Background: an optimization exercise with open tools, aiming at small area, a short achievable clock period and few clock cycles. Do not read the settings as production practice. At most, simulation tests tie the RTL to the original design; equivalence was not proved. For run 1, only the layout was checked, not whether the RTL still works. Power is estimated from default activity; no workload was simulated.

### flow/config.mk
export PLATFORM = sky130hd
export DESIGN_NAME = cpu_top
export DESIGN_NICKNAME = cpu_top
export VERILOG_FILES = /design/flow/design.v
export SDC_FILE = /design/flow/constraint.sdc
export NUM_CORES = 4
export LEC_CHECK = 0
export CAP_MARGIN = 20
export CORE_MARGIN = 2
export CORE_UTILIZATION = 40
export SLEW_MARGIN = 20
### flow/standard.sh
#!/bin/bash
# synth_recipe.tcl (not shown) runs the flow's synth.tcl, then flattens the netlist and writes it again
# the make line also repeats each setting of config.mk as NAME=value (left out here)
make -C /OpenROAD-flow-scripts/flow DESIGN_CONFIG=/design/flow/config.mk WORK_HOME=/design/flow/orfs CLKGATE_MAP_FILE= SYNTH_SCRIPT=/design/flow/synth_recipe.tcl "${@:-finish}"
### flow/constraint.sdc
create_clock -name core_clock -period 10.0 [get_ports {clk}]
set_input_delay 2.0000 -clock core_clock [delete_from_list [all_inputs] [get_ports {clk}]]
set_output_delay 2.0000 -clock core_clock [all_outputs]
set_load 0.01 [all_outputs]
### flow/flow/run.sh
#!/bin/bash
# Standard ORFS layout, with repair_timing aiming for extra setup slack and
# plain buffers (instead of delay cells) on the ports
set -euo pipefail
bash standard.sh SETUP_SLACK_MARGIN=6.5 "BUFFER_PORTS_ARGS=-buffer_cell sky130_fd_sc_hd__buf_2" finish > standard_flow.log 2>&1
### flow/design.v
`default_nettype none
package cpu_isa_pkg;
	typedef logic [15:0] word_t;
	typedef logic [3:0] reg_idx_t;
	typedef enum logic [3:0] {
		HALT  = 4'h0,
		MOV   = 4'h1,
		MOVNZ = 4'h2,
		MOVEZ = 4'h3,
		BUS   = 4'h4,
		MEMR  = 4'h5,
		SET   = 4'h6,
		MEMW  = 4'h7,
		AND   = 4'h8,
		OR    = 4'h9,
		XOR   = 4'hA,
		ADD   = 4'hB,
		SHFT  = 4'hC,
		MUL   = 4'hD,
		GT    = 4'hE,
		EQ    = 4'hF
	} opcode_e;
	typedef struct packed {
		reg_idx_t cond;
		reg_idx_t dst;
		reg_idx_t src;
		opcode_e  op;
	} insn_fields_t;
	typedef struct packed {
		logic       shift_left;
		logic [2:0] shift_amt;
		reg_idx_t   dst;
		reg_idx_t   src;
		opcode_e    op;
	} insn_shift_t;
	typedef union packed {
		insn_fields_t fields;
		insn_shift_t  shift;
	} insn_u;
endpackage
`default_nettype wire
`default_nettype none
package cpu_core_pkg;
	localparam int NUM_REGS = 16;
	localparam int MEM_ADDR_W = 15;
	localparam int PC_W = 16;
	typedef logic [MEM_ADDR_W-1:0] mem_addr_t;
endpackage
`default_nettype wire
`timescale 1ns/10ps
`default_nettype none
module cpu_regfile (
	input  logic                  clk,
	input  logic                  mem_read_ready_stor_reset,
	input  cpu_isa_pkg::reg_idx_t ra_idx,
	output cpu_isa_pkg::word_t    ra_data,
	input  cpu_isa_pkg::reg_idx_t rb_idx,
	output cpu_isa_pkg::word_t    rb_data,
	input  cpu_isa_pkg::reg_idx_t wr_idx,
	input  cpu_isa_pkg::word_t    wr_data,
	input  logic                  wr_en
);
	cpu_isa_pkg::word_t regs [cpu_core_pkg::NUM_REGS];
	cpu_isa_pkg::word_t wd;
	assign wd = mem_read_ready_stor_reset ? '0 : wr_data;
	always_ff @(posedge clk) begin
		for (int i = 0; i < cpu_core_pkg::NUM_REGS; i++) begin
			if (mem_read_ready_stor_reset || (wr_en && wr_idx == 4'(i))) begin
				regs[i] <= wd;
			end
		end
	end
	logic [cpu_core_pkg::NUM_REGS-1:0] ra_sel;
	logic [cpu_core_pkg::NUM_REGS-1:0] rb_sel;
	always_comb begin
		ra_data = '0;
		rb_data = '0;
		for (int i = 0; i < cpu_core_pkg::NUM_REGS; i++) begin
			ra_sel[i] = (ra_idx == 4'(i));
			rb_sel[i] = (rb_idx == 4'(i));
			ra_data = ra_data | (regs[i] & {16{ra_sel[i]}});
			rb_data = rb_data | (regs[i] & {16{rb_sel[i]}});
		end
	end
endmodule
`default_nettype wire
`timescale 1ns/10ps
`default_nettype none
module cpu_alu (
	input  cpu_isa_pkg::word_t op_a,
	input  cpu_isa_pkg::word_t op_b,
	input  cpu_isa_pkg::insn_u insn,
	output cpu_isa_pkg::word_t mul_r0,
	output cpu_isa_pkg::word_t mul_r1,
	output cpu_isa_pkg::word_t mul_r2,
	input  cpu_isa_pkg::word_t mul_r0_q,
	input  cpu_isa_pkg::word_t mul_r1_q,
	input  cpu_isa_pkg::word_t mul_r2_q,
	output cpu_isa_pkg::word_t result
);
	cpu_isa_pkg::word_t product;
	cpu_mul_p1 cpu_mul_p1_i (
		.a  (op_a),
		.b  (op_b),
		.r0 (mul_r0),
		.r1 (mul_r1),
		.r2 (mul_r2)
	);
	cpu_mul_p2 cpu_mul_p2_i (
		.r0 (mul_r0_q),
		.r1 (mul_r1_q),
		.r2 (mul_r2_q),
		.y  (product)
	);
	always_comb begin
		result = '0;
		case (insn.fields.op)
			cpu_isa_pkg::AND: result = op_a & op_b;
			cpu_isa_pkg::OR:  result = op_a | op_b;
			cpu_isa_pkg::XOR: result = op_a ^ op_b;
			cpu_isa_pkg::ADD: result = op_a + op_b;
			cpu_isa_pkg::MUL: result = product;
			cpu_isa_pkg::GT:  result = (op_a > op_b) ? 16'hFFFF : 16'h0000;
			cpu_isa_pkg::EQ:  result = (op_a == op_b) ? 16'hFFFF : 16'h0000;
			cpu_isa_pkg::SHFT: begin
				if (insn.shift.shift_left) begin
					result = op_a << insn.shift.shift_amt;
				end else begin
					result = op_a >> insn.shift.shift_amt;
				end
			end
			default: result = op_a;
		endcase
	end
endmodule
`default_nettype wire
`timescale 1ns/10ps
`default_nettype none
module cpu_mul_p1 (
	input  logic [15:0] a,
	input  logic [15:0] b,
	output logic [15:0] r0,
	output logic [15:0] r1,
	output logic [15:0] r2
);
	logic p1_0;
	assign p1_0 = b[0];
	logic p1_1;
	assign p1_1 = b[1] & ~b[0];
	logic p1_2;
	assign p1_2 = (p1_0 & a[0]) ^ b[1];
	logic p1_3;
	assign p1_3 = ((p1_0 & a[1]) | (p1_1 & a[0])) ^ b[1];
	logic p1_4;
	assign p1_4 = ((p1_0 & a[2]) | (p1_1 & a[1])) ^ b[1];
	logic p1_5;
	assign p1_5 = ((p1_0 & a[3]) | (p1_1 & a[2])) ^ b[1];
	logic p1_6;
	assign p1_6 = ((p1_0 & a[4]) | (p1_1 & a[3])) ^ b[1];
	logic p1_7;
	assign p1_7 = ((p1_0 & a[5]) | (p1_1 & a[4])) ^ b[1];
	logic p1_8;
	assign p1_8 = ((p1_0 & a[6]) | (p1_1 & a[5])) ^ b[1];
	logic p1_9;
	assign p1_9 = ((p1_0 & a[7]) | (p1_1 & a[6])) ^ b[1];
	logic p1_10;
	assign p1_10 = ((p1_0 & a[8]) | (p1_1 & a[7])) ^ b[1];
	logic p1_11;
	assign p1_11 = ((p1_0 & a[9]) | (p1_1 & a[8])) ^ b[1];
	logic p1_12;
	assign p1_12 = ((p1_0 & a[10]) | (p1_1 & a[9])) ^ b[1];
	logic p1_13;
	assign p1_13 = ((p1_0 & a[11]) | (p1_1 & a[10])) ^ b[1];
	logic p1_14;
	assign p1_14 = ((p1_0 & a[12]) | (p1_1 & a[11])) ^ b[1];
	logic p1_15;
	assign p1_15 = ((p1_0 & a[13]) | (p1_1 & a[12])) ^ b[1];
	logic p1_16;
	assign p1_16 = ((p1_0 & a[14]) | (p1_1 & a[13])) ^ b[1];
	logic p1_17;
	assign p1_17 = ((p1_0 & a[15]) | (p1_1 & a[14])) ^ b[1];
	logic p1_18;
	assign p1_18 = b[2] ^ b[1];
	logic p1_19;
	assign p1_19 = (b[3] & ~b[2] & ~b[1]) | (~b[3] & b[2] & b[1]);
	logic p1_20;
	assign p1_20 = (p1_18 & a[0]) ^ b[3];
	logic p1_21;
	assign p1_21 = ((p1_18 & a[1]) | (p1_19 & a[0])) ^ b[3];
	logic p1_22;
	assign p1_22 = ((p1_18 & a[2]) | (p1_19 & a[1])) ^ b[3];
	logic p1_23;
	assign p1_23 = ((p1_18 & a[3]) | (p1_19 & a[2])) ^ b[3];
	logic p1_24;
	assign p1_24 = ((p1_18 & a[4]) | (p1_19 & a[3])) ^ b[3];
	logic p1_25;
	assign p1_25 = ((p1_18 & a[5]) | (p1_19 & a[4])) ^ b[3];
	logic p1_26;
	assign p1_26 = ((p1_18 & a[6]) | (p1_19 & a[5])) ^ b[3];
	logic p1_27;
	assign p1_27 = ((p1_18 & a[7]) | (p1_19 & a[6])) ^ b[3];
	logic p1_28;
	assign p1_28 = ((p1_18 & a[8]) | (p1_19 & a[7])) ^ b[3];
	logic p1_29;
	assign p1_29 = ((p1_18 & a[9]) | (p1_19 & a[8])) ^ b[3];
	logic p1_30;
	assign p1_30 = ((p1_18 & a[10]) | (p1_19 & a[9])) ^ b[3];
	logic p1_31;
	assign p1_31 = ((p1_18 & a[11]) | (p1_19 & a[10])) ^ b[3];
	logic p1_32;
	assign p1_32 = ((p1_18 & a[12]) | (p1_19 & a[11])) ^ b[3];
	logic p1_33;
	assign p1_33 = ((p1_18 & a[13]) | (p1_19 & a[12])) ^ b[3];
	logic p1_34;
	assign p1_34 = b[4] ^ b[3];
	logic p1_35;
	assign p1_35 = (b[5] & ~b[4] & ~b[3]) | (~b[5] & b[4] & b[3]);
	logic p1_36;
	assign p1_36 = (p1_34 & a[0]) ^ b[5];
	logic p1_37;
	assign p1_37 = ((p1_34 & a[1]) | (p1_35 & a[0])) ^ b[5];
	logic p1_38;
	assign p1_38 = ((p1_34 & a[2]) | (p1_35 & a[1])) ^ b[5];
	logic p1_39;
	assign p1_39 = ((p1_34 & a[3]) | (p1_35 & a[2])) ^ b[5];
	logic p1_40;
	assign p1_40 = ((p1_34 & a[4]) | (p1_35 & a[3])) ^ b[5];
	logic p1_41;
	assign p1_41 = ((p1_34 & a[5]) | (p1_35 & a[4])) ^ b[5];
	logic p1_42;
	assign p1_42 = ((p1_34 & a[6]) | (p1_35 & a[5])) ^ b[5];
	logic p1_43;
	assign p1_43 = ((p1_34 & a[7]) | (p1_35 & a[6])) ^ b[5];
	logic p1_44;
	assign p1_44 = ((p1_34 & a[8]) | (p1_35 & a[7])) ^ b[5];
	logic p1_45;
	assign p1_45 = ((p1_34 & a[9]) | (p1_35 & a[8])) ^ b[5];
	logic p1_46;
	assign p1_46 = ((p1_34 & a[10]) | (p1_35 & a[9])) ^ b[5];
	logic p1_47;
	assign p1_47 = ((p1_34 & a[11]) | (p1_35 & a[10])) ^ b[5];
	logic p1_48;
	assign p1_48 = b[6] ^ b[5];
	logic p1_49;
	assign p1_49 = (b[7] & ~b[6] & ~b[5]) | (~b[7] & b[6] & b[5]);
	logic p1_50;
	assign p1_50 = (p1_48 & a[0]) ^ b[7];
	logic p1_51;
	assign p1_51 = ((p1_48 & a[1]) | (p1_49 & a[0])) ^ b[7];
	logic p1_52;
	assign p1_52 = ((p1_48 & a[2]) | (p1_49 & a[1])) ^ b[7];
	logic p1_53;
	assign p1_53 = ((p1_48 & a[3]) | (p1_49 & a[2])) ^ b[7];
	logic p1_54;
	assign p1_54 = ((p1_48 & a[4]) | (p1_49 & a[3])) ^ b[7];
	logic p1_55;
	assign p1_55 = ((p1_48 & a[5]) | (p1_49 & a[4])) ^ b[7];
	logic p1_56;
	assign p1_56 = ((p1_48 & a[6]) | (p1_49 & a[5])) ^ b[7];
	logic p1_57;
	assign p1_57 = ((p1_48 & a[7]) | (p1_49 & a[6])) ^ b[7];
	logic p1_58;
	assign p1_58 = ((p1_48 & a[8]) | (p1_49 & a[7])) ^ b[7];
	logic p1_59;
	assign p1_59 = ((p1_48 & a[9]) | (p1_49 & a[8])) ^ b[7];
	logic p1_60;
	assign p1_60 = b[8] ^ b[7];
	logic p1_61;
	assign p1_61 = (b[9] & ~b[8] & ~b[7]) | (~b[9] & b[8] & b[7]);
	logic p1_62;
	assign p1_62 = (p1_60 & a[0]) ^ b[9];
	logic p1_63;
	assign p1_63 = ((p1_60 & a[1]) | (p1_61 & a[0])) ^ b[9];
	logic p1_64;
	assign p1_64 = ((p1_60 & a[2]) | (p1_61 & a[1])) ^ b[9];
	logic p1_65;
	assign p1_65 = ((p1_60 & a[3]) | (p1_61 & a[2])) ^ b[9];
	logic p1_66;
	assign p1_66 = ((p1_60 & a[4]) | (p1_61 & a[3])) ^ b[9];
	logic p1_67;
	assign p1_67 = ((p1_60 & a[5]) | (p1_61 & a[4])) ^ b[9];
	logic p1_68;
	assign p1_68 = ((p1_60 & a[6]) | (p1_61 & a[5])) ^ b[9];
	logic p1_69;
	assign p1_69 = ((p1_60 & a[7]) | (p1_61 & a[6])) ^ b[9];
	logic p1_70;
	assign p1_70 = b[10] ^ b[9];
	logic p1_71;
	assign p1_71 = (b[11] & ~b[10] & ~b[9]) | (~b[11] & b[10] & b[9]);
	logic p1_72;
	assign p1_72 = (p1_70 & a[0]) ^ b[11];
	logic p1_73;
	assign p1_73 = ((p1_70 & a[1]) | (p1_71 & a[0])) ^ b[11];
	logic p1_74;
	assign p1_74 = ((p1_70 & a[2]) | (p1_71 & a[1])) ^ b[11];
	logic p1_75;
	assign p1_75 = ((p1_70 & a[3]) | (p1_71 & a[2])) ^ b[11];
	logic p1_76;
	assign p1_76 = ((p1_70 & a[4]) | (p1_71 & a[3])) ^ b[11];
	logic p1_77;
	assign p1_77 = ((p1_70 & a[5]) | (p1_71 & a[4])) ^ b[11];
	logic p1_78;
	assign p1_78 = b[12] ^ b[11];
	logic p1_79;
	assign p1_79 = (b[13] & ~b[12] & ~b[11]) | (~b[13] & b[12] & b[11]);
	logic p1_80;
	assign p1_80 = (p1_78 & a[0]) ^ b[13];
	logic p1_81;
	assign p1_81 = ((p1_78 & a[1]) | (p1_79 & a[0])) ^ b[13];
	logic p1_82;
	assign p1_82 = ((p1_78 & a[2]) | (p1_79 & a[1])) ^ b[13];
	logic p1_83;
	assign p1_83 = ((p1_78 & a[3]) | (p1_79 & a[2])) ^ b[13];
	logic p1_84;
	assign p1_84 = b[14] ^ b[13];
	logic p1_85;
	assign p1_85 = (b[15] & ~b[14] & ~b[13]) | (~b[15] & b[14] & b[13]);
	logic p1_86;
	assign p1_86 = (p1_84 & a[0]) ^ b[15];
	logic p1_87;
	assign p1_87 = ((p1_84 & a[1]) | (p1_85 & a[0])) ^ b[15];
	logic p1_88;
	assign p1_88 = p1_12 ^ p1_28;
	logic p1_89;
	assign p1_89 = p1_12 & p1_28;
	logic p1_90;
	assign p1_90 = p1_13 ^ p1_29;
	logic p1_91;
	assign p1_91 = p1_13 & p1_29;
	logic p1_92;
	assign p1_92 = p1_14 ^ p1_30 ^ p1_44;
	logic p1_93;
	assign p1_93 = (p1_14 & p1_30) | (p1_14 & p1_44) | (p1_30 & p1_44);
	logic p1_94;
	assign p1_94 = p1_56 ^ p1_66;
	logic p1_95;
	assign p1_95 = p1_56 & p1_66;
	logic p1_96;
	assign p1_96 = p1_15 ^ p1_31 ^ p1_45;
	logic p1_97;
	assign p1_97 = (p1_15 & p1_31) | (p1_15 & p1_45) | (p1_31 & p1_45);
	logic p1_98;
	assign p1_98 = p1_57 ^ p1_67;
	logic p1_99;
	assign p1_99 = p1_57 & p1_67;
	logic p1_100;
	assign p1_100 = p1_16 ^ p1_32 ^ p1_46;
	logic p1_101;
	assign p1_101 = (p1_16 & p1_32) | (p1_16 & p1_46) | (p1_32 & p1_46);
	logic p1_102;
	assign p1_102 = p1_58 ^ p1_68 ^ p1_76;
	logic p1_103;
	assign p1_103 = (p1_58 & p1_68) | (p1_58 & p1_76) | (p1_68 & p1_76);
	logic p1_104;
	assign p1_104 = p1_82 ^ p1_86;
	logic p1_105;
	assign p1_105 = p1_82 & p1_86;
	logic p1_106;
	assign p1_106 = p1_17 ^ p1_33 ^ p1_47;
	logic p1_107;
	assign p1_107 = p1_59 ^ p1_69 ^ p1_77;
	logic p1_108;
	assign p1_108 = p1_83 ^ p1_87;
	logic p1_109;
	assign p1_109 = p1_8 ^ p1_24;
	logic p1_110;
	assign p1_110 = p1_8 & p1_24;
	logic p1_111;
	assign p1_111 = p1_9 ^ p1_25;
	logic p1_112;
	assign p1_112 = p1_9 & p1_25;
	logic p1_113;
	assign p1_113 = p1_10 ^ p1_26 ^ p1_40;
	logic p1_114;
	assign p1_114 = (p1_10 & p1_26) | (p1_10 & p1_40) | (p1_26 & p1_40);
	logic p1_115;
	assign p1_115 = p1_52 ^ p1_62;
	logic p1_116;
	assign p1_116 = p1_52 & p1_62;
	logic p1_117;
	assign p1_117 = p1_11 ^ p1_27 ^ p1_41;
	logic p1_118;
	assign p1_118 = (p1_11 & p1_27) | (p1_11 & p1_41) | (p1_27 & p1_41);
	logic p1_119;
	assign p1_119 = p1_53 ^ p1_63;
	logic p1_120;
	assign p1_120 = p1_53 & p1_63;
	logic p1_121;
	assign p1_121 = p1_88 ^ p1_42 ^ p1_54;
	logic p1_122;
	assign p1_122 = (p1_88 & p1_42) | (p1_88 & p1_54) | (p1_42 & p1_54);
	logic p1_123;
	assign p1_123 = p1_64 ^ p1_72 ^ b[11];
	logic p1_124;
	assign p1_124 = (p1_64 & p1_72) | (p1_64 & b[11]) | (p1_72 & b[11]);
	logic p1_125;
	assign p1_125 = p1_89 ^ p1_90 ^ p1_43;
	logic p1_126;
	assign p1_126 = (p1_89 & p1_90) | (p1_89 & p1_43) | (p1_90 & p1_43);
	logic p1_127;
	assign p1_127 = p1_55 ^ p1_65 ^ p1_73;
	logic p1_128;
	assign p1_128 = (p1_55 & p1_65) | (p1_55 & p1_73) | (p1_65 & p1_73);
	logic p1_129;
	assign p1_129 = p1_91 ^ p1_92 ^ p1_94;
	logic p1_130;
	assign p1_130 = (p1_91 & p1_92) | (p1_91 & p1_94) | (p1_92 & p1_94);
	logic p1_131;
	assign p1_131 = p1_74 ^ p1_80 ^ b[13];
	logic p1_132;
	assign p1_132 = (p1_74 & p1_80) | (p1_74 & b[13]) | (p1_80 & b[13]);
	logic p1_133;
	assign p1_133 = p1_93 ^ p1_95 ^ p1_96;
	logic p1_134;
	assign p1_134 = (p1_93 & p1_95) | (p1_93 & p1_96) | (p1_95 & p1_96);
	logic p1_135;
	assign p1_135 = p1_98 ^ p1_75 ^ p1_81;
	logic p1_136;
	assign p1_136 = (p1_98 & p1_75) | (p1_98 & p1_81) | (p1_75 & p1_81);
	logic p1_137;
	assign p1_137 = p1_97 ^ p1_99 ^ p1_100;
	logic p1_138;
	assign p1_138 = (p1_97 & p1_99) | (p1_97 & p1_100) | (p1_99 & p1_100);
	logic p1_139;
	assign p1_139 = p1_102 ^ p1_104 ^ b[15];
	logic p1_140;
	assign p1_140 = (p1_102 & p1_104) | (p1_102 & b[15]) | (p1_104 & b[15]);
	logic p1_141;
	assign p1_141 = p1_101 ^ p1_103 ^ p1_105;
	logic p1_142;
	assign p1_142 = p1_106 ^ p1_107 ^ p1_108;
	logic p1_143;
	assign p1_143 = p1_6 ^ p1_22;
	logic p1_144;
	assign p1_144 = p1_6 & p1_22;
	logic p1_145;
	assign p1_145 = p1_7 ^ p1_23;
	logic p1_146;
	assign p1_146 = p1_7 & p1_23;
	logic p1_147;
	assign p1_147 = p1_109 ^ p1_38 ^ p1_50;
	logic p1_148;
	assign p1_148 = (p1_109 & p1_38) | (p1_109 & p1_50) | (p1_38 & p1_50);
	logic p1_149;
	assign p1_149 = p1_110 ^ p1_111 ^ p1_39;
	logic p1_150;
	assign p1_150 = (p1_110 & p1_111) | (p1_110 & p1_39) | (p1_111 & p1_39);
	logic p1_151;
	assign p1_151 = p1_112 ^ p1_113 ^ p1_115;
	logic p1_152;
	assign p1_152 = (p1_112 & p1_113) | (p1_112 & p1_115) | (p1_113 & p1_115);
	logic p1_153;
	assign p1_153 = p1_114 ^ p1_116 ^ p1_117;
	logic p1_154;
	assign p1_154 = (p1_114 & p1_116) | (p1_114 & p1_117) | (p1_116 & p1_117);
	logic p1_155;
	assign p1_155 = p1_118 ^ p1_120 ^ p1_121;
	logic p1_156;
	assign p1_156 = (p1_118 & p1_120) | (p1_118 & p1_121) | (p1_120 & p1_121);
	logic p1_157;
	assign p1_157 = p1_122 ^ p1_124 ^ p1_125;
	logic p1_158;
	assign p1_158 = (p1_122 & p1_124) | (p1_122 & p1_125) | (p1_124 & p1_125);
	logic p1_159;
	assign p1_159 = p1_126 ^ p1_128 ^ p1_129;
	logic p1_160;
	assign p1_160 = (p1_126 & p1_128) | (p1_126 & p1_129) | (p1_128 & p1_129);
	logic p1_161;
	assign p1_161 = p1_130 ^ p1_132 ^ p1_133;
	logic p1_162;
	assign p1_162 = (p1_130 & p1_132) | (p1_130 & p1_133) | (p1_132 & p1_133);
	logic p1_163;
	assign p1_163 = p1_134 ^ p1_136 ^ p1_137;
	logic p1_164;
	assign p1_164 = (p1_134 & p1_136) | (p1_134 & p1_137) | (p1_136 & p1_137);
	logic p1_165;
	assign p1_165 = p1_138 ^ p1_140 ^ p1_141;
	assign r0 = {p1_164, p1_162, p1_160, p1_158, p1_156, p1_154, p1_152, p1_150, p1_148, p1_146, p1_144, p1_143, p1_5, p1_4, p1_3, p1_2};
	assign r1 = {p1_165, p1_163, p1_161, p1_159, p1_157, p1_155, p1_153, p1_151, p1_149, p1_147, p1_145, p1_36, p1_21, p1_20, 1'b0, b[1]};
	assign r2 = {p1_142, p1_139, p1_135, p1_131, p1_127, p1_123, p1_119, b[9], p1_51, b[7], p1_37, b[5], 1'b0, b[3], 1'b0, 1'b0};
endmodule
module cpu_mul_p2 (
	input  logic [15:0] r0,
	input  logic [15:0] r1,
	input  logic [15:0] r2,
	output logic [15:0] y
);
	logic p2_0;
	assign p2_0 = r0[0] ^ r1[0];
	logic p2_1;
	assign p2_1 = r0[0] & r1[0];
	logic p2_2;
	assign p2_2 = r0[1] ^ r1[1] ^ r2[1];
	logic p2_3;
	assign p2_3 = (r0[1] & r1[1]) | (r0[1] & r2[1]) | (r1[1] & r2[1]);
	logic p2_4;
	assign p2_4 = r0[2] ^ r1[2] ^ r2[2];
	logic p2_5;
	assign p2_5 = (r0[2] & r1[2]) | (r0[2] & r2[2]) | (r1[2] & r2[2]);
	logic p2_6;
	assign p2_6 = r0[3] ^ r1[3] ^ r2[3];
	logic p2_7;
	assign p2_7 = (r0[3] & r1[3]) | (r0[3] & r2[3]) | (r1[3] & r2[3]);
	logic p2_8;
	assign p2_8 = r0[4] ^ r1[4] ^ r2[4];
	logic p2_9;
	assign p2_9 = (r0[4] & r1[4]) | (r0[4] & r2[4]) | (r1[4] & r2[4]);
	logic p2_10;
	assign p2_10 = r0[5] ^ r1[5] ^ r2[5];
	logic p2_11;
	assign p2_11 = (r0[5] & r1[5]) | (r0[5] & r2[5]) | (r1[5] & r2[5]);
	logic p2_12;
	assign p2_12 = r0[6] ^ r1[6] ^ r2[6];
	logic p2_13;
	assign p2_13 = (r0[6] & r1[6]) | (r0[6] & r2[6]) | (r1[6] & r2[6]);
	logic p2_14;
	assign p2_14 = r0[7] ^ r1[7] ^ r2[7];
	logic p2_15;
	assign p2_15 = (r0[7] & r1[7]) | (r0[7] & r2[7]) | (r1[7] & r2[7]);
	logic p2_16;
	assign p2_16 = r0[8] ^ r1[8] ^ r2[8];
	logic p2_17;
	assign p2_17 = (r0[8] & r1[8]) | (r0[8] & r2[8]) | (r1[8] & r2[8]);
	logic p2_18;
	assign p2_18 = r0[9] ^ r1[9] ^ r2[9];
	logic p2_19;
	assign p2_19 = (r0[9] & r1[9]) | (r0[9] & r2[9]) | (r1[9] & r2[9]);
	logic p2_20;
	assign p2_20 = r0[10] ^ r1[10] ^ r2[10];
	logic p2_21;
	assign p2_21 = (r0[10] & r1[10]) | (r0[10] & r2[10]) | (r1[10] & r2[10]);
	logic p2_22;
	assign p2_22 = r0[11] ^ r1[11] ^ r2[11];
	logic p2_23;
	assign p2_23 = (r0[11] & r1[11]) | (r0[11] & r2[11]) | (r1[11] & r2[11]);
	logic p2_24;
	assign p2_24 = r0[12] ^ r1[12] ^ r2[12];
	logic p2_25;
	assign p2_25 = (r0[12] & r1[12]) | (r0[12] & r2[12]) | (r1[12] & r2[12]);
	logic p2_26;
	assign p2_26 = r0[13] ^ r1[13] ^ r2[13];
	logic p2_27;
	assign p2_27 = (r0[13] & r1[13]) | (r0[13] & r2[13]) | (r1[13] & r2[13]);
	logic p2_28;
	assign p2_28 = r0[14] ^ r1[14] ^ r2[14];
	logic p2_29;
	assign p2_29 = (r0[14] & r1[14]) | (r0[14] & r2[14]) | (r1[14] & r2[14]);
	logic p2_30;
	assign p2_30 = r0[15] ^ r1[15] ^ r2[15];
	logic p2_31;
	assign p2_31 = p2_0 & r2[0];
	logic p2_32;
	assign p2_32 = p2_0 ^ r2[0];
	logic p2_33;
	assign p2_33 = p2_1 & p2_2;
	logic p2_34;
	assign p2_34 = p2_1 ^ p2_2;
	logic p2_35;
	assign p2_35 = p2_3 & p2_4;
	logic p2_36;
	assign p2_36 = p2_3 ^ p2_4;
	logic p2_37;
	assign p2_37 = p2_5 & p2_6;
	logic p2_38;
	assign p2_38 = p2_5 ^ p2_6;
	logic p2_39;
	assign p2_39 = p2_7 & p2_8;
	logic p2_40;
	assign p2_40 = p2_7 ^ p2_8;
	logic p2_41;
	assign p2_41 = p2_9 & p2_10;
	logic p2_42;
	assign p2_42 = p2_9 ^ p2_10;
	logic p2_43;
	assign p2_43 = p2_11 & p2_12;
	logic p2_44;
	assign p2_44 = p2_11 ^ p2_12;
	logic p2_45;
	assign p2_45 = p2_13 & p2_14;
	logic p2_46;
	assign p2_46 = p2_13 ^ p2_14;
	logic p2_47;
	assign p2_47 = p2_15 & p2_16;
	logic p2_48;
	assign p2_48 = p2_15 ^ p2_16;
	logic p2_49;
	assign p2_49 = p2_17 & p2_18;
	logic p2_50;
	assign p2_50 = p2_17 ^ p2_18;
	logic p2_51;
	assign p2_51 = p2_19 & p2_20;
	logic p2_52;
	assign p2_52 = p2_19 ^ p2_20;
	logic p2_53;
	assign p2_53 = p2_21 & p2_22;
	logic p2_54;
	assign p2_54 = p2_21 ^ p2_22;
	logic p2_55;
	assign p2_55 = p2_23 & p2_24;
	logic p2_56;
	assign p2_56 = p2_23 ^ p2_24;
	logic p2_57;
	assign p2_57 = p2_25 & p2_26;
	logic p2_58;
	assign p2_58 = p2_25 ^ p2_26;
	logic p2_59;
	assign p2_59 = p2_27 & p2_28;
	logic p2_60;
	assign p2_60 = p2_27 ^ p2_28;
	logic p2_61;
	assign p2_61 = p2_29 & p2_30;
	logic p2_62;
	assign p2_62 = p2_29 ^ p2_30;
	logic p2_63;
	assign p2_63 = p2_33 | (p2_34 & p2_31);
	logic p2_64;
	assign p2_64 = p2_34 & p2_32;
	logic p2_65;
	assign p2_65 = p2_37 | (p2_38 & p2_35);
	logic p2_66;
	assign p2_66 = p2_38 & p2_36;
	logic p2_67;
	assign p2_67 = p2_41 | (p2_42 & p2_39);
	logic p2_68;
	assign p2_68 = p2_42 & p2_40;
	logic p2_69;
	assign p2_69 = p2_45 | (p2_46 & p2_43);
	logic p2_70;
	assign p2_70 = p2_46 & p2_44;
	logic p2_71;
	assign p2_71 = p2_49 | (p2_50 & p2_47);
	logic p2_72;
	assign p2_72 = p2_50 & p2_48;
	logic p2_73;
	assign p2_73 = p2_53 | (p2_54 & p2_51);
	logic p2_74;
	assign p2_74 = p2_54 & p2_52;
	logic p2_75;
	assign p2_75 = p2_57 | (p2_58 & p2_55);
	logic p2_76;
	assign p2_76 = p2_58 & p2_56;
	logic p2_77;
	assign p2_77 = p2_61 | (p2_62 & p2_59);
	logic p2_78;
	assign p2_78 = p2_62 & p2_60;
	logic p2_79;
	assign p2_79 = p2_35 | (p2_36 & p2_63);
	logic p2_80;
	assign p2_80 = p2_36 & p2_64;
	logic p2_81;
	assign p2_81 = p2_65 | (p2_66 & p2_63);
	logic p2_82;
	assign p2_82 = p2_66 & p2_64;
	logic p2_83;
	assign p2_83 = p2_43 | (p2_44 & p2_67);
	logic p2_84;
	assign p2_84 = p2_44 & p2_68;
	logic p2_85;
	assign p2_85 = p2_69 | (p2_70 & p2_67);
	logic p2_86;
	assign p2_86 = p2_70 & p2_68;
	logic p2_87;
	assign p2_87 = p2_51 | (p2_52 & p2_71);
	logic p2_88;
	assign p2_88 = p2_52 & p2_72;
	logic p2_89;
	assign p2_89 = p2_73 | (p2_74 & p2_71);
	logic p2_90;
	assign p2_90 = p2_74 & p2_72;
	logic p2_91;
	assign p2_91 = p2_59 | (p2_60 & p2_75);
	logic p2_92;
	assign p2_92 = p2_60 & p2_76;
	logic p2_93;
	assign p2_93 = p2_77 | (p2_78 & p2_75);
	logic p2_94;
	assign p2_94 = p2_78 & p2_76;
	logic p2_95;
	assign p2_95 = p2_39 | (p2_40 & p2_81);
	logic p2_96;
	assign p2_96 = p2_40 & p2_82;
	logic p2_97;
	assign p2_97 = p2_67 | (p2_68 & p2_81);
	logic p2_98;
	assign p2_98 = p2_68 & p2_82;
	logic p2_99;
	assign p2_99 = p2_83 | (p2_84 & p2_81);
	logic p2_100;
	assign p2_100 = p2_84 & p2_82;
	logic p2_101;
	assign p2_101 = p2_85 | (p2_86 & p2_81);
	logic p2_102;
	assign p2_102 = p2_86 & p2_82;
	logic p2_103;
	assign p2_103 = p2_55 | (p2_56 & p2_89);
	logic p2_104;
	assign p2_104 = p2_56 & p2_90;
	logic p2_105;
	assign p2_105 = p2_75 | (p2_76 & p2_89);
	logic p2_106;
	assign p2_106 = p2_76 & p2_90;
	logic p2_107;
	assign p2_107 = p2_91 | (p2_92 & p2_89);
	logic p2_108;
	assign p2_108 = p2_92 & p2_90;
	logic p2_109;
	assign p2_109 = p2_93 | (p2_94 & p2_89);
	logic p2_110;
	assign p2_110 = p2_94 & p2_90;
	logic p2_111;
	assign p2_111 = p2_47 | (p2_48 & p2_101);
	logic p2_112;
	assign p2_112 = p2_48 & p2_102;
	logic p2_113;
	assign p2_113 = p2_71 | (p2_72 & p2_101);
	logic p2_114;
	assign p2_114 = p2_72 & p2_102;
	logic p2_115;
	assign p2_115 = p2_87 | (p2_88 & p2_101);
	logic p2_116;
	assign p2_116 = p2_88 & p2_102;
	logic p2_117;
	assign p2_117 = p2_89 | (p2_90 & p2_101);
	logic p2_118;
	assign p2_118 = p2_90 & p2_102;
	logic p2_119;
	assign p2_119 = p2_103 | (p2_104 & p2_101);
	logic p2_120;
	assign p2_120 = p2_104 & p2_102;
	logic p2_121;
	assign p2_121 = p2_105 | (p2_106 & p2_101);
	logic p2_122;
	assign p2_122 = p2_106 & p2_102;
	logic p2_123;
	assign p2_123 = p2_107 | (p2_108 & p2_101);
	logic p2_124;
	assign p2_124 = p2_108 & p2_102;
	logic p2_125;
	assign p2_125 = p2_109 | (p2_110 & p2_101);
	logic p2_126;
	assign p2_126 = p2_110 & p2_102;
	logic p2_127;
	assign p2_127 = p2_34 ^ p2_31;
	logic p2_128;
	assign p2_128 = p2_36 ^ p2_63;
	logic p2_129;
	assign p2_129 = p2_38 ^ p2_79;
	logic p2_130;
	assign p2_130 = p2_40 ^ p2_81;
	logic p2_131;
	assign p2_131 = p2_42 ^ p2_95;
	logic p2_132;
	assign p2_132 = p2_44 ^ p2_97;
	logic p2_133;
	assign p2_133 = p2_46 ^ p2_99;
	logic p2_134;
	assign p2_134 = p2_48 ^ p2_101;
	logic p2_135;
	assign p2_135 = p2_50 ^ p2_111;
	logic p2_136;
	assign p2_136 = p2_52 ^ p2_113;
	logic p2_137;
	assign p2_137 = p2_54 ^ p2_115;
	logic p2_138;
	assign p2_138 = p2_56 ^ p2_117;
	logic p2_139;
	assign p2_139 = p2_58 ^ p2_119;
	logic p2_140;
	assign p2_140 = p2_60 ^ p2_121;
	logic p2_141;
	assign p2_141 = p2_62 ^ p2_123;
	assign y = {p2_141, p2_140, p2_139, p2_138, p2_137, p2_136, p2_135, p2_134, p2_133, p2_132, p2_131, p2_130, p2_129, p2_128, p2_127, p2_32};
endmodule
`default_nettype wire
`timescale 1ns/10ps
`default_nettype none
module cpu_control (
	input  logic                    clk,
	input  logic                    mem_read_ready_stor_reset,
	output cpu_isa_pkg::word_t      prog_addr,
	input  cpu_isa_pkg::word_t      prog_data,
	output cpu_isa_pkg::reg_idx_t   ra_idx,
	input  cpu_isa_pkg::word_t      ra_data,
	output cpu_isa_pkg::reg_idx_t   rb_idx,
	input  cpu_isa_pkg::word_t      rb_data,
	output cpu_isa_pkg::reg_idx_t   wr_idx,
	output cpu_isa_pkg::word_t      wr_data,
	output logic                    wr_en,
	output cpu_isa_pkg::insn_u      alu_insn,
	output cpu_isa_pkg::word_t      alu_a,
	output cpu_isa_pkg::word_t      alu_b,
	input  cpu_isa_pkg::word_t      alu_result,
	input  cpu_isa_pkg::word_t      mul_r0,
	input  cpu_isa_pkg::word_t      mul_r1,
	input  cpu_isa_pkg::word_t      mul_r2,
	output cpu_isa_pkg::word_t      mul_r0_q,
	output cpu_isa_pkg::word_t      mul_r1_q,
	output cpu_isa_pkg::word_t      mul_r2_q,
	output logic                    mem_req,
	output logic                    mem_we,
	output cpu_core_pkg::mem_addr_t mem_addr,
	output cpu_isa_pkg::word_t      mem_wdata,
	input  cpu_isa_pkg::word_t      mem_rdata,
	input  logic                    mem_ready,
	output logic                    halted
);
	cpu_isa_pkg::word_t pc_q;
	cpu_isa_pkg::insn_u ir_d;
	cpu_isa_pkg::insn_u ir_x;
	cpu_isa_pkg::word_t opa_q;
	cpu_isa_pkg::word_t opb_q;
	logic req_q;
	logic we_q;
	logic halt_pend_q;
	logic halted_q;
	logic mul_ph_q;
	cpu_isa_pkg::word_t r0_q;
	cpu_isa_pkg::word_t r1_q;
	cpu_isa_pkg::word_t r2_q;
	logic mul_wait;
	cpu_isa_pkg::opcode_e d_op;
	cpu_isa_pkg::opcode_e x_op;
	logic d_set;
	logic d_mem;
	logic f_halt;
	logic stall;
	logic cond_hit;
	logic x_wr;
	cpu_isa_pkg::word_t fwd_a;
	cpu_isa_pkg::word_t fwd_b;
	assign d_op = ir_d.fields.op;
	assign x_op = ir_x.fields.op;
	assign d_set = (d_op == cpu_isa_pkg::SET);
	assign d_mem = (d_op == cpu_isa_pkg::MEMR) || (d_op == cpu_isa_pkg::MEMW);
	assign f_halt = !d_set &&
		((prog_data[3:0] == cpu_isa_pkg::HALT) || (prog_data[3:0] == cpu_isa_pkg::BUS));
	assign mul_wait = (x_op == cpu_isa_pkg::MUL) && !mul_ph_q;
	assign stall = (req_q && !mem_ready) || mul_wait;
	assign cond_hit = (x_op == cpu_isa_pkg::MOVNZ) ? (opb_q != '0) : (opb_q == '0);
	always_comb begin
		case (x_op)
			cpu_isa_pkg::HALT, cpu_isa_pkg::BUS, cpu_isa_pkg::MEMW: x_wr = 1'b0;
			cpu_isa_pkg::MOVNZ, cpu_isa_pkg::MOVEZ: x_wr = cond_hit;
			default: x_wr = 1'b1;
		endcase
	end
	assign wr_en = x_wr && !mul_wait;
	assign wr_idx = ir_x.fields.dst;
	assign wr_data = (x_op == cpu_isa_pkg::MEMR) ? mem_rdata : alu_result;
	assign ra_idx = ir_d.fields.src;
	assign rb_idx = ir_d.fields.cond;
	assign fwd_a = (x_wr && ir_x.fields.dst == ir_d.fields.src) ? wr_data : ra_data;
	assign fwd_b = (x_wr && ir_x.fields.dst == ir_d.fields.cond) ? wr_data : rb_data;
	always_ff @(posedge clk) begin
		if (mem_read_ready_stor_reset) begin
			pc_q <= '0;
			ir_d.fields.op <= cpu_isa_pkg::HALT;
			ir_x.fields.op <= cpu_isa_pkg::HALT;
			req_q <= 1'b0;
			we_q <= 1'b0;
			halt_pend_q <= 1'b0;
			halted_q <= 1'b0;
			mul_ph_q <= 1'b0;
		end else begin
			mul_ph_q <= (x_op == cpu_isa_pkg::MUL) && !mul_ph_q;
			if (!stall) begin
				ir_x <= ir_d;
				req_q <= d_mem;
				we_q <= (d_op == cpu_isa_pkg::MEMW);
				ir_d[15:4] <= prog_data[15:4];
				if (d_set || f_halt || halt_pend_q || halted_q) begin
					ir_d.fields.op <= cpu_isa_pkg::HALT;
				end else begin
					ir_d.fields.op <= cpu_isa_pkg::opcode_e'(prog_data[3:0]);
				end
				if (!f_halt && !halt_pend_q && !halted_q) begin
					pc_q <= pc_q + 16'd1;
				end
				if (f_halt) begin
					halt_pend_q <= 1'b1;
				end
				if (halt_pend_q) begin
					halted_q <= 1'b1;
				end
			end
		end
	end
	always_ff @(posedge clk) begin
		if (!stall) begin
			opa_q <= d_set ? prog_data : fwd_a;
			opb_q <= fwd_b;
		end
	end
	always_ff @(posedge clk) begin
		r0_q <= mul_r0;
		r1_q <= mul_r1;
		r2_q <= mul_r2;
	end
	assign mul_r0_q = r0_q;
	assign mul_r1_q = r1_q;
	assign mul_r2_q = r2_q;
	assign alu_insn = ir_x;
	assign alu_a = opa_q;
	assign alu_b = opb_q;
	assign prog_addr = pc_q;
	assign mem_req = req_q;
	assign mem_we = we_q;
	assign mem_addr = opa_q[cpu_core_pkg::MEM_ADDR_W-1:0];
	assign mem_wdata = opb_q;
	assign halted = halted_q;
endmodule
`default_nettype wire
`timescale 1ns/10ps
`default_nettype none
module cpu_top (
	input  logic                    clk,
	input  logic                    mem_read_ready_stor_reset,
	output cpu_isa_pkg::word_t      prog_addr,
	input  cpu_isa_pkg::word_t      prog_data,
	output logic                    mem_req,
	output logic                    mem_we,
	output cpu_core_pkg::mem_addr_t mem_addr,
	output cpu_isa_pkg::word_t      mem_wdata,
	input  cpu_isa_pkg::word_t      mem_rdata,
	input  logic                    mem_ready,
	output logic                    halted
);
	cpu_isa_pkg::reg_idx_t ra_idx;
	cpu_isa_pkg::word_t ra_data;
	cpu_isa_pkg::reg_idx_t rb_idx;
	cpu_isa_pkg::word_t rb_data;
	cpu_isa_pkg::reg_idx_t wr_idx;
	cpu_isa_pkg::word_t wr_data;
	logic wr_en;
	cpu_isa_pkg::insn_u alu_insn;
	cpu_isa_pkg::word_t alu_result;
	cpu_isa_pkg::word_t mul_r0;
	cpu_isa_pkg::word_t mul_r1;
	cpu_isa_pkg::word_t mul_r2;
	cpu_isa_pkg::word_t mul_r0_q;
	cpu_isa_pkg::word_t mul_r1_q;
	cpu_isa_pkg::word_t mul_r2_q;
	cpu_isa_pkg::word_t alu_a;
	cpu_isa_pkg::word_t alu_b;
	cpu_control cpu_control_i (
		.clk                       (clk),
		.mem_read_ready_stor_reset (mem_read_ready_stor_reset),
		.prog_addr                 (prog_addr),
		.prog_data                 (prog_data),
		.ra_idx                    (ra_idx),
		.ra_data                   (ra_data),
		.rb_idx                    (rb_idx),
		.rb_data                   (rb_data),
		.wr_idx                    (wr_idx),
		.wr_data                   (wr_data),
		.wr_en                     (wr_en),
		.alu_insn                  (alu_insn),
		.alu_a                     (alu_a),
		.alu_b                     (alu_b),
		.alu_result                (alu_result),
		.mul_r0                    (mul_r0),
		.mul_r1                    (mul_r1),
		.mul_r2                    (mul_r2),
		.mul_r0_q                  (mul_r0_q),
		.mul_r1_q                  (mul_r1_q),
		.mul_r2_q                  (mul_r2_q),
		.mem_req                   (mem_req),
		.mem_we                    (mem_we),
		.mem_addr                  (mem_addr),
		.mem_wdata                 (mem_wdata),
		.mem_rdata                 (mem_rdata),
		.mem_ready                 (mem_ready),
		.halted                    (halted)
	);
	cpu_regfile cpu_regfile_i (
		.clk                       (clk),
		.mem_read_ready_stor_reset (mem_read_ready_stor_reset),
		.ra_idx                    (ra_idx),
		.ra_data                   (ra_data),
		.rb_idx                    (rb_idx),
		.rb_data                   (rb_data),
		.wr_idx                    (wr_idx),
		.wr_data                   (wr_data),
		.wr_en                     (wr_en)
	);
	cpu_alu cpu_alu_i (
		.op_a    (alu_a),
		.op_b    (alu_b),
		.insn    (alu_insn),
		.mul_r0   (mul_r0),
		.mul_r1   (mul_r1),
		.mul_r2   (mul_r2),
		.mul_r0_q (mul_r0_q),
		.mul_r1_q (mul_r1_q),
		.mul_r2_q (mul_r2_q),
		.result  (alu_result)
	);
endmodule
`default_nettype wire
==> flow_metrics.py, run 1 <==
metrics = {
    "worst_setup_path": {
        "endpoint_kind": "register",
        "regToRegStartpoint": "cpu_control_i.opb_q[1]",
        "crit_type": "register to register",
        "crit_end": "cpu_control_i.opa_q[8]",
        "reg2regPathDepth": 8,
        "crit_path_max_fanout": 26,
        "worstReg2RegEnd": "cpu_control_i.opa_q[8]",
        "worst-path-buf-inv": 2,
        "cp_top_family": "compound AO/OA/AOI/OAI gates",
        "critPathRequiredTime_ns": 10.29,
        "path_cells": "buf_6, nor2_1, buf_4, nand4_1, or4_1, o311a_2, o41ai_1, a21oi_1",
        "worstPathArrival_ns": 3.88,
        "crit_start": "cpu_control_i.opb_q[1]",
        "startpoint_type": "register",
        "cp.depth": 8,
        "cpPeakStageDelay_ns": 0.83,
        "slowest_stage": "o41ai_1",
        "r2r_slack_ns": 6.41,
    },
    "cells_and_area": {
        "n_antenna_cell": 0,
        "area_growth_pct": 21.2,
        "final_nets": 2309,
        "final_layout_size_suffix_gt1_share_pct": 23.7,
    },
    "power_and_ir_drop": {
        "power_density_mw_per_mm2": 246,
        "peakVddDrop_v": 0.000193,
        "leakage_nw": 9.95,
    },
    "global_route": {
        "grt_pass1_wl_mm": 125,
        "grt.total_usage_pct": 29.5,
        "grt_pass1_vias": 18500,
        "grt_max_degree": 64,
        "grt_antenna_before_repair": 3,
        "overflow": 0,
    },
    "clock_network": {
        "clkTransAtPathRegs_ns": 0.06,
        "cts_hold_buf": 0,
        "clkLatencyLatePin_ns": 0.62,
        "cts_inserted_buffers": 43,
        "cts_tree": "done",
        "cts.htree.levels": 2,
        "cts_max_path_buffers": 3,
        "cts.sinks": 381,
        "clock-root-buffer": "clkbuf_16",
    },
    "sta": {
        "max_freq_ghz": 0.279,
        "timing.hold.ws_ns": 0.437,
        "rsz0062_at_grt": "true",
        "min_period_over_period_pct": 35.9,
        "final_max_slew_viol_count": 0,
        "layout_min_cycle_time_ns": 3.59,
        "setup-tns-final_ns": 0,
        "tightest_slew_ns": 1.08,
        "relSlewSlack_pct": 27.4,
        "setup_viol": 0,
        "hold_viol": 0,
        "skew_ns": 0.0422,
    },
    "routing": {
        "wl_per_cell_um": 29.9,
        "ant_nets": 0,
        "routed_wl_mm": 88.1,
        "drc": 0,
        "vias": 19600,
        "dr.pass1.iters": 6,
        "drtIter0Drc": 2877,
        "vias_per_cell": 6.67,
    },
    "yosys": {
        "synth.distinct_cells": 77,
        "yosys-top-cells-area": "edfxtp_1 42%, dfxtp_1 6.6%, a221oi_1 4.6%",
        "synth-edff-count": 308,
        "ys_ff_latch": 381,
        "synth_top_area_share_pct": 41.6,
        "yosys_warnings": 4,
        "synth_area_per_cell_um2": 11.0,
        "synth_common_cells": "308 x edfxtp_1, 179 x nor2_1, 127 x a22oi_1, 120 x clkbuf_1, 117 x a221oi_1",
        "synth_top_flop_cell": "edfxtp_1",
        "syn_nets": 2178,
        "yosys.area.top_type": "edfxtp_1",
        "syn_inst": 2029,
        "async_reset_ff_share_pct": 0,
        "synth.cell_area_mm2": 0.0223,
        "synth_most_common_cell": "edfxtp_1",
        "synth_seq_area_share_pct": 48.1,
    },
    "run_status": {
        "outcome": "timing/DRC/antenna clean",
    },
    "run": {
        "maxCapViolations": 0,
    },
    "floorplanning": {
        "fp-row-count": 86,
        "die_area_mm2": 0.0575,
        "start_util_pct": 40.4,
        "die_h_um": 240,
        "design.core.area_mm2": 0.0551,
        "die_x_um": 240,
        "io_pins": 85,
    },
    "placement": {
        "gp_congestion": 0.983,
        "hpwl_mm": 55.8,
        "io_buffers": 84,
    },
    "worst_hold_path": {
        "worst_hold_path_type": "register to register",
    },
}
## cells by family after synthesis
| logic type | share of synthesized area, % |
|---|---|
| mux | 3.85 |
| xor+xnor | 3.46 |
| simple gates | 10.6 |
| flops | 48.1 |
| buf+inv | 4.46 |
| compound gates | 21.8 |
| fa+ha+maj | 7.74 |
## report_power, final
group	internal [W]	switching, W	total, W
clock network	0.000925	0.000702	0.00163
registers	0.00201	0.000162	0.00217
logic	0.00116	0.00167	0.00283
total	0.00409	0.00253	0.00663
## sequential cells by signal, indices dropped and copies added (netlist names)
register / flops
cpu_control_i.halt_pend_q: 1
cpu_control_i.halted_q: 1
cpu_control_i.ir_d: 16
cpu_control_i.ir_x: 12
cpu_control_i.mul_ph_q: 1
cpu_control_i.opa_q: 16
cpu_control_i.opb_q: 16
cpu_control_i.pc_q: 16
cpu_control_i.r0_q: 16
cpu_control_i.r1_q: 15
cpu_control_i.r2_q: 13
cpu_control_i.req_q: 1
cpu_control_i.we_q: 1
cpu_regfile_i.regs: 256
## worst min path at each step
stage	slack, ns	cells after the start	startpoint	endpoint
2_1_floorplan	0.40	0	cpu_control_i.ir_d[10]	cpu_control_i.ir_x[10]
3_5_place_dp	0.41	0	cpu_control_i.ir_d[8]	cpu_control_i.ir_x[8]
6_report	0.44	0	cpu_control_i.ir_d[8]	cpu_control_i.ir_x[8]
4_1_cts	0.44	0	cpu_control_i.ir_d[8]	cpu_control_i.ir_x[8]
5_1_grt	0.45	0	cpu_control_i.ir_d[8]	cpu_control_i.ir_x[8]
3_3_place_gp	0.40	0	cpu_control_i.ir_d[10]	cpu_control_i.ir_x[10]
## routing by layer
layer	track usage, %	routed length, µm	vias to the layer above
li1	-	-	8166
met4	16.1	6190	2
met5	0	13	-
met1	37.0	31900	9519
met3	6.99	10600	431
met2	47.1	39500	1525
## what timing repair did
| item | CTS | global route |
|---|---|---|
| resized for setup | 118 | 67 |
| buffers inserted | 49 | 44 |
| gates cloned | 1 | 7 |
| pin swaps | 13 | 32 |
| setup endpoints to repair | 567 | 328 |
## layout make-up
cell class	instances	area [µm²]
Fill cell	4894	28100
Multi-Input combinational cell	1408	11500
Sequential cell	381	10700
Timing Repair Buffer	260	2140
Clock buffer	51	1130
Tap cell	748	936
Clock inverter	29	323
Inverter	66	282
## worst register-to-register path, cell delays in order (launching register included)
cell      delay, ns
edfxtp_1       0.37
buf_6          0.21
nor2_1         0.13
buf_4          0.30
nand4_1        0.27
or4_1          0.58
o311a_2        0.37
o41ai_1        0.84
a21oi_1        0.19
## placed cells by master (no fill, tap or decap), types with 40 or more instances in the layout
cell,instances
a21oi_1,83
nand3_1,40
dfxtp_1,70
nor2_1,159
a221oi_1,115
a22o_1,78
o21ai_0,43
nand2_1,91
edfxtp_1,308
a22oi_1,126
buf_2,84
ha_1,63
buf_4,143
xnor2_1,54
a211oi_1,45
inv_1,54
clkbuf_16,50
## metrics by stage
step	util [%]	area (µm²)	power, W	setup WS, ns	instances
CTS	47.4	26100	0.00634	6.36	2892
global route	49.0	27000	0.00693	6.28	2943
finish	49.0	27000	0.00663	6.41	2943
detailed placement	42.9	23600	0.00445	5.19	2762
floorplan	-	22300	0.00368	6.35	2029
global placement	42.9	23600	0.00441	5.34	2762
==> run 2, diff against run 1 <==
--- a/flow/design.v
+++ b/flow/design.v
@@ -811,6 +811,11 @@
 	cpu_isa_pkg::word_t opb_q;
 	logic req_q;
 	logic we_q;
+	cpu_core_pkg::mem_addr_t maddr_q;
+	cpu_isa_pkg::word_t mwdata_q;
+	logic mem_busy;
+	logic x_stall;
+	logic d_block;
 	logic halt_pend_q;
 	logic halted_q;
 	logic mul_ph_q;
@@ -835,7 +840,10 @@
 	assign f_halt = !d_set &&
 		((prog_data[3:0] == cpu_isa_pkg::HALT) || (prog_data[3:0] == cpu_isa_pkg::BUS));
 	assign mul_wait = (x_op == cpu_isa_pkg::MUL) && !mul_ph_q;
-	assign stall = (req_q && !mem_ready) || mul_wait;
+	assign mem_busy = req_q && !mem_ready;
+	assign x_stall = ((x_op == cpu_isa_pkg::MEMR) && !mem_ready) || mul_wait;
+	assign d_block = d_mem && mem_busy;
+	assign stall = x_stall || d_block;
 	assign cond_hit = (x_op == cpu_isa_pkg::MOVNZ) ? (opb_q != '0) : (opb_q == '0);
 	always_comb begin
 		case (x_op)
@@ -857,16 +865,21 @@
 			ir_d.fields.op <= cpu_isa_pkg::HALT;
 			ir_x.fields.op <= cpu_isa_pkg::HALT;
 			req_q <= 1'b0;
-			we_q <= 1'b0;
 			halt_pend_q <= 1'b0;
 			halted_q <= 1'b0;
 			mul_ph_q <= 1'b0;
 		end else begin
 			mul_ph_q <= (x_op == cpu_isa_pkg::MUL) && !mul_ph_q;
+			if (!x_stall && d_block) begin
+				ir_x.fields.op <= cpu_isa_pkg::HALT;
+			end
+			if (!stall && d_mem) begin
+				req_q <= 1'b1;
+			end else if (mem_ready) begin
+				req_q <= 1'b0;
+			end
 			if (!stall) begin
 				ir_x <= ir_d;
-				req_q <= d_mem;
-				we_q <= (d_op == cpu_isa_pkg::MEMW);
 				ir_d[15:4] <= prog_data[15:4];
 				if (d_set || f_halt || halt_pend_q || halted_q) begin
 					ir_d.fields.op <= cpu_isa_pkg::HALT;
@@ -879,19 +892,30 @@
 				if (f_halt) begin
 					halt_pend_q <= 1'b1;
 				end
-				if (halt_pend_q) begin
+				if (halt_pend_q && !mem_busy) begin
 					halted_q <= 1'b1;
 				end
 			end
 		end
 	end
 	always_ff @(posedge clk) begin
-		if (!stall) begin
-			opa_q <= d_set ? prog_data : fwd_a;
-			opb_q <= fwd_b;
+		if (mem_read_ready_stor_reset) begin
+			we_q <= 1'b0;
+		end else if (!stall && d_mem) begin
+			we_q <= (d_op == cpu_isa_pkg::MEMW);
+		end
+	end
+	always_ff @(posedge clk) begin
+		if (!stall && d_mem) begin
+			maddr_q <= fwd_a[cpu_core_pkg::MEM_ADDR_W-1:0];
+			mwdata_q <= fwd_b;
 		end
 	end
 	always_ff @(posedge clk) begin
+		opa_q <= d_set ? prog_data : fwd_a;
+		opb_q <= fwd_b;
+	end
+	always_ff @(posedge clk) begin
 		r0_q <= mul_r0;
 		r1_q <= mul_r1;
 		r2_q <= mul_r2;
@@ -905,8 +929,8 @@
 	assign prog_addr = pc_q;
 	assign mem_req = req_q;
 	assign mem_we = we_q;
-	assign mem_addr = opa_q[cpu_core_pkg::MEM_ADDR_W-1:0];
-	assign mem_wdata = opb_q;
+	assign mem_addr = maddr_q;
+	assign mem_wdata = mwdata_q;
 	assign halted = halted_q;
 endmodule
 `default_nettype wire
--- a/flow/config.mk
+++ b/flow/config.mk
@@ -5,6 +5,7 @@
 export SDC_FILE = /design/flow/constraint.sdc
 export NUM_CORES = 4
 export LEC_CHECK = 0
+export ABC_AREA = 1
 export CAP_MARGIN = 20
 export CORE_MARGIN = 2
 export CORE_UTILIZATION = 40
==> flow_metrics.py, run 2 <==
metrics = {
    "cells_and_area": {
        "n_antenna_cell": 0,
        "regMostFlops": "cpu_regfile_i.regs",
        "final_nets": 2858,
        "final_layout_size_suffix_gt1_share_pct": 13.5,
        "largest_reg_flops": 256,
        "final_cell_mix": "675 x nand2_1, 307 x edfxtp_1, 255 x inv_1",
        "layout_commonest_cell": "nand2_1",
        "post-route-cell-area_mm2": 0.0268,
        "final_cells": 3510,
        "utilization_pct": 46.6,
        "area_growth_pct": 15.9,
    },
    "floorplanning": {
        "design.core.area_mm2": 0.0575,
        "start_util_pct": 40.2,
        "die_h_um": 244,
        "io_pins": 85,
        "die_x_um": 244,
        "fp-row-count": 88,
        "die_area_mm2": 0.0598,
    },
    "sta": {
        "max_freq_ghz": 0.279,
        "relSlewSlack_pct": 27.7,
        "min_period_over_period_pct": 35.9,
        "hold_viol": 0,
        "setup_viol": 0,
        "rsz0062_at_grt": "true",
        "final_max_slew_viol_count": 0,
        "timing.hold.ws_ns": 0.432,
        "setup-tns-final_ns": 0,
        "skew_ns": 0.0440,
        "tightest_slew_ns": 1.08,
        "layout_min_cycle_time_ns": 3.59,
    },
    "yosys": {
        "syn_inst": 2590,
        "yosys_warnings": 4,
        "yosys-top-cells-area": "edfxtp_1 40%, nand2_1 11%, dfxtp_1 9.1%",
        "synth_most_common_cell": "nand2_1",
        "synth_common_cells": "684 x nand2_1, 307 x edfxtp_1, 266 x inv_1, 182 x nand3_1, 140 x nor2_1",
        "synth_area_per_cell_um2": 8.93,
        "synth.cell_area_mm2": 0.0231,
        "synth-edff-count": 307,
        "yosys.area.top_type": "edfxtp_1",
        "synth_top_area_share_pct": 39.9,
        "synth_seq_area_share_pct": 49.0,
        "synth.distinct_cells": 64,
        "async_reset_ff_share_pct": 0,
        "synth_top_flop_cell": "edfxtp_1",
        "syn_nets": 2739,
        "ys_ff_latch": 412,
    },
    "clock_network": {
        "clkTransAtPathRegs_ns": 0.07,
        "cts_max_path_buffers": 3,
        "cts.htree.levels": 2,
        "cts_hold_buf": 0,
        "clkLatencyLatePin_ns": 0.62,
        "clock-root-buffer": "clkbuf_16",
        "cts_inserted_buffers": 45,
        "cts_tree": "done",
        "cts.sinks": 412,
    },
    "routing": {
        "wl_met3_mm": 10.6,
        "dr.pass1.iters": 6,
        "routed_wl_mm": 92.1,
        "ant_nets": 0,
        "dr_wl_met2_mm": 40.6,
        "drc": 0,
        "wl_per_cell_um": 26.2,
        "drtIter0Drc": 2731,
        "drt-met1-wl_mm": 34.1,
        "vias_per_cell": 5.95,
        "vias": 20900,
        "top_layer_used": "met4",
    },
    "placement": {
        "hpwl_mm": 64.4,
        "place_inst": 3399,
        "io_buffers": 84,
        "place_area_mm2": 0.0246,
        "gp_congestion": 1.06,
    },
    "global_route": {
        "grt_pass1_vias": 20000,
        "grt_antenna_before_repair": 1,
        "grt_max_degree": 36,
        "grt.total_usage_pct": 30.4,
        "overflow": 0,
        "grt_pass1_wl_mm": 132,
    },
    "run": {
        "maxCapViolations": 0,
    },
    "power_and_ir_drop": {
        "peakVddDrop_v": 0.000178,
        "switchingPower_w": 0.00237,
        "leakage_nw": 10.9,
        "power_frac_comb_pct": 36.5,
        "power_density_mw_per_mm2": 235,
        "p_seq_share_pct": 36.5,
        "p_int_w": 0.00393,
        "clock_power_share_pct": 26.9,
        "sw_frac_of_total_pct": 37.6,
    },
    "worst_setup_path": {
        "worstPathArrival_ns": 3.89,
        "cp_top_family": "buffers and inverters",
        "crit_path_max_fanout": 13,
        "crit_type": "register to register",
        "critPathRequiredTime_ns": 10.30,
        "path_cells": "inv_1, nor2_1, nand3_1, inv_1, a221oi_1, nand4_1, nor2_1, a31oi_1",
        "endpoint_kind": "register",
        "slowest_stage": "inv_1",
        "worst-path-buf-inv": 2,
        "startpoint_type": "register",
        "cpPeakStageDelay_ns": 0.89,
    },
    "run_status": {
        "outcome": "timing/DRC/antenna clean",
    },
    "worst_hold_path": {
        "worst_hold_path_type": "register to register",
    },
}
[run 2: changes by cell type in the layout (fill, tap and decap cells not counted), moves of 75 or more]
cell      change
a22oi_1     -126
nand3_1     +139
buf_4        -75
nand2_1     +584
inv_1       +201
a221oi_1     -79
[run 2: what timing repair did]
| action | in CTS | in global routing |
|---|---|---|
| cloned | 0 | 2 |
| buffers inserted | 3 | 22 |
| setup endpoints to repair | 534 | 395 |
| gates resized for setup | 41 | 65 |
| pin swaps | 3 | 13 |
[run 2: metal layers]
layer | vias to the layer above | track usage (%)
met5 | - | 0
met4 | 0 | 18.7
met3 | 366 | 7.11
met2 | 1409 | 47.2
met1 | 9931 | 38.3
li1 | 9185 | -
[run 2: logic make-up after synthesis]
| kind of cell | after synthesis | synth area share, % |
|---|---|---|
| xor+xnor | 101 | 3.86 |
| simple gates | 1143 | 21.1 |
| fa+ha+maj | 114 | 7.40 |
| flops | 412 | 49.0 |
| mux | 1 | 0.0433 |
| buf+inv | 378 | 6.47 |
| compound gates | 441 | 12.2 |
[run 2: per-stage QoR]
stage               setup WS, ns  total power (W)
floorplan                   6.50          0.00370
global placement            5.53          0.00440
detailed placement          5.48          0.00443
CTS                         6.50          0.00616
global route                6.45          0.00668
finish                      6.41          0.00630
[run 2: final timing paths]
kind                          start                    endpoint  slack, ns  depth (start not counted)
max          cpu_control_i.ir_d[14]  cpu_control_i.mwdata_q[11]       6.41                          8
min          cpu_control_i.ir_d[11]      cpu_control_i.ir_x[11]       0.43                          0
max reg2reg  cpu_control_i.ir_d[14]  cpu_control_i.mwdata_q[11]       6.41                          8
min reg2reg  cpu_control_i.ir_d[11]      cpu_control_i.ir_x[11]       0.43                          0
[run 2: cell type report]
class	count	area, µm²
Fill cell	5498	30700
Sequential cell	412	11400
Multi-Input combinational cell	1801	10800
Clock buffer	55	1160
Inverter	290	1150
Timing Repair Buffer	158	1060
Tap cell	765	957
Clock inverter	28	342
Timing Repair inverter	1	7.51
[run 2: power groups by stage]
| stage | combinational, W | sequential [W] | clock [W] |
|---|---|---|---|
| after global placement | 0.00208 | 0.00232 | 0 |
| after detailed placement | 0.00210 | 0.00233 | 0 |
| after CTS | 0.00214 | 0.00230 | 0.00172 |
| final | 0.00230 | 0.00230 | 0.00170 |
| after global routing | 0.00257 | 0.00233 | 0.00179 |
| after floorplan | 0.00145 | 0.00226 | 0 |
Testbench counts of run 2, summed over its fixed seeds: cycles 11,716.
==> run 3, diff against run 2 <==
--- a/flow/config.mk
+++ b/flow/config.mk
@@ -5,7 +5,6 @@
 export SDC_FILE = /design/flow/constraint.sdc
 export NUM_CORES = 4
 export LEC_CHECK = 0
-export ABC_AREA = 1
 export CAP_MARGIN = 20
 export CORE_MARGIN = 2
 export CORE_UTILIZATION = 40
==> flow_metrics.py, run 3 <==
metrics = {
    "run_status": {
        "outcome": "timing/DRC/antenna clean",
    },
    "sta": {
        "min_period_over_period_pct": 35.7,
        "rsz0062_at_grt": "true",
        "hold_viol": 0,
        "relSlewSlack_pct": 35.5,
        "max_freq_ghz": 0.280,
        "tightest_slew_ns": 0.965,
        "skew_ns": 0.0195,
    },
    "cells_and_area": {
        "final_layout_size_suffix_gt1_share_pct": 20.6,
        "regMostFlops": "cpu_regfile_i.regs",
        "largest_reg_flops": 256,
        "layout_commonest_cell": "edfxtp_1",
    },
    "floorplanning": {
        "io_pins": 85,
        "die_area_mm2": 0.0599,
        "fp-row-count": 88,
    },
    "yosys": {
        "synth_seq_area_share_pct": 48.8,
        "synth_top_flop_cell": "edfxtp_1",
        "yosys.area.top_type": "edfxtp_1",
        "synth_common_cells": "307 x edfxtp_1, 208 x nor2_1, 175 x a22oi_1, 118 x clkbuf_1, 105 x dfxtp_1",
        "yosys_warnings": 4,
        "syn_inst": 2105,
        "synth_top_area_share_pct": 39.7,
    },
    "routing": {
        "routed_wl_mm": 93.7,
        "drtIter0Drc": 2737,
        "ant_nets": 0,
        "dr_wl_met2_mm": 41.8,
        "wl_per_cell_um": 31.4,
    },
    "power_and_ir_drop": {
        "peakVddDrop_v": 0.000231,
        "p_int_w": 0.00424,
        "power_frac_comb_pct": 38.8,
        "sw_frac_of_total_pct": 37.6,
        "leakage_nw": 10.1,
    },
    "clock_network": {
        "cts_max_path_buffers": 3,
        "cts_inserted_buffers": 45,
        "cts.htree.levels": 2,
        "cts_hold_buf": 0,
    },
    "global_route": {
        "grt.total_usage_pct": 30.4,
        "overflow": 0,
        "grt_max_degree": 62,
    },
    "worst_setup_path": {
        "worstPathArrival_ns": 3.93,
        "endpoint_kind": "register",
        "critPathRequiredTime_ns": 10.36,
        "cp_top_family": "adder cells",
        "cpPeakStageDelay_ns": 0.52,
        "crit_path_max_fanout": 4,
        "startpoint_type": "register",
    },
    "worst_hold_path": {
        "worst_hold_path_type": "register to register",
        "min_from": "cpu_control_i.ir_d[10]",
    },
    "placement": {
        "gp_congestion": 1.01,
    },
}
[run 3: cell count changes after synthesis, sizes merged, moves of 50 or more]
cell | before | now
nor2 | 143 | 208
nand3 | 182 | 56
inv | 277 | 70
xor2 | 85 | 35
clkbuf | 63 | 121
mux2i | 1 | 52
o21ai | 122 | 43
a22oi | 0 | 175
nand2 | 691 | 93
[run 3: worst register-to-register path, cell delays in order, from the launching register on]
cell and delay [ns]:
dfxtp_2 0.32, fa_1 0.52, ha_4 0.30, o21ai_2 0.05
o21bai_2 0.20, a21oi_2 0.10, o21ba_4 0.20, fa_2 0.39
xnor2_4 0.17, a311oi_2 0.37, o21ai_2 0.13, nor4_4 0.17
buf_6 0.19, nand2_2 0.06, and2_1 0.14
[run 3: cell families after synthesis]
kind of cell / after synthesis / synth area share (%)
flops: 412 / 48.8
simple gates: 518 / 11.1
fa+ha+maj: 115 / 7.42
compound gates: 656 / 20.7
mux: 80 / 4.49
buf+inv: 236 / 4.20
xor+xnor: 88 / 3.32
[run 3: metrics by stage]
stage / utilization, % / worst slack [ns] / hold WS, ns / cell area (µm²) / cells
2_1_floorplan: - / 6.50 / 0.353 / 23200 / 2105
3_3_place_gp: 42.9 / 5.57 / 0.405 / 24700 / 2862
3_5_place_dp: 42.9 / 5.42 / 0.405 / 24700 / 2862
4_1_cts: 46.9 / 6.41 / 0.423 / 26900 / 2963
5_1_grt: 47.8 / 6.36 / 0.429 / 27500 / 2982
6_report: 47.8 / 6.43 / 0.420 / 27500 / 2983
[run 3: what timing repair did]
| action | in CTS | in global routing |
|---|---|---|
| pin swaps | 19 | 21 |
| resized for setup | 114 | 62 |
| setup buffers | 16 | 17 |
| endpoints found under the setup margin | 483 | 393 |
| cloned | 2 | 2 |
[run 3: final cells by class]
cell class | count | area [µm²] | share of cell area, %
multi-input cells | 1460 | 11800 | 42.9
flip-flops and latches | 412 | 11400 | 41.3
repair buffers | 189 | 1440 | 5.25
clock buffers | 50 | 1170 | 4.25
well taps | 765 | 957 | 3.49
clock inverters | 33 | 450 | 1.64
inverters | 72 | 299 | 1.09
repair inverters | 1 | 7.51 | 0.0273
diodes | 1 | 2.50 | 0.00911
[run 3: layer usage]
| layer | vias to the layer above | global-route usage, % |
|---|---|---|
| met1 | 9628 | 39.8 |
| met3 | 308 | 8.23 |
| met5 | - | 0.735 |
| li1 | 8307 | - |
| met4 | 2 | 15.1 |
| met2 | 1428 | 46.5 |
[run 3: path summary, 6_finish.rpt]
path                                                  to  slack, ns  cells past startpoint
worst max-delay path            cpu_control_i.maddr_q[9]       6.43                     14
worst min-delay path              cpu_control_i.ir_x[10]       0.42                      0
worst max register to register  cpu_control_i.maddr_q[9]       6.43                     14
worst min register to register    cpu_control_i.ir_x[10]       0.42                      0
[run 3: power by group through the flow]
stage                     Combinational (W)  Sequential, W  Clock, W
after floorplan                     0.00151        0.00226         0
after global placement              0.00224        0.00235         0
after detailed placement            0.00225        0.00235         0
after CTS                           0.00247        0.00232   0.00184
after global routing                0.00283        0.00236   0.00191
final                               0.00263        0.00233   0.00182

[what the ideal ports hide]
In the flow no input, the clock included, has a driving cell. The finished layouts below were timed again as built, in two steps. Step 1, drivers: a clkbuf_16 drives clk and a buf_2 each remaining input, both assumed. Step 2 also shifts input and output timing later by t, the mid clock arrival at the registers, as if the neighbouring blocks saw the same clock. Slacks: no drivers / after step 1 / after step 2; pairs: no drivers / after step 1.
run	shift t [ns]	setup WS [ns]
run 1	0.654	6.413 / 6.413 / 5.984
run 2	0.658	6.410 / 6.410 / 6.047
run 3	0.656	6.429 / 6.429 / 5.966
After both steps setup and hold are still met in every run listed.
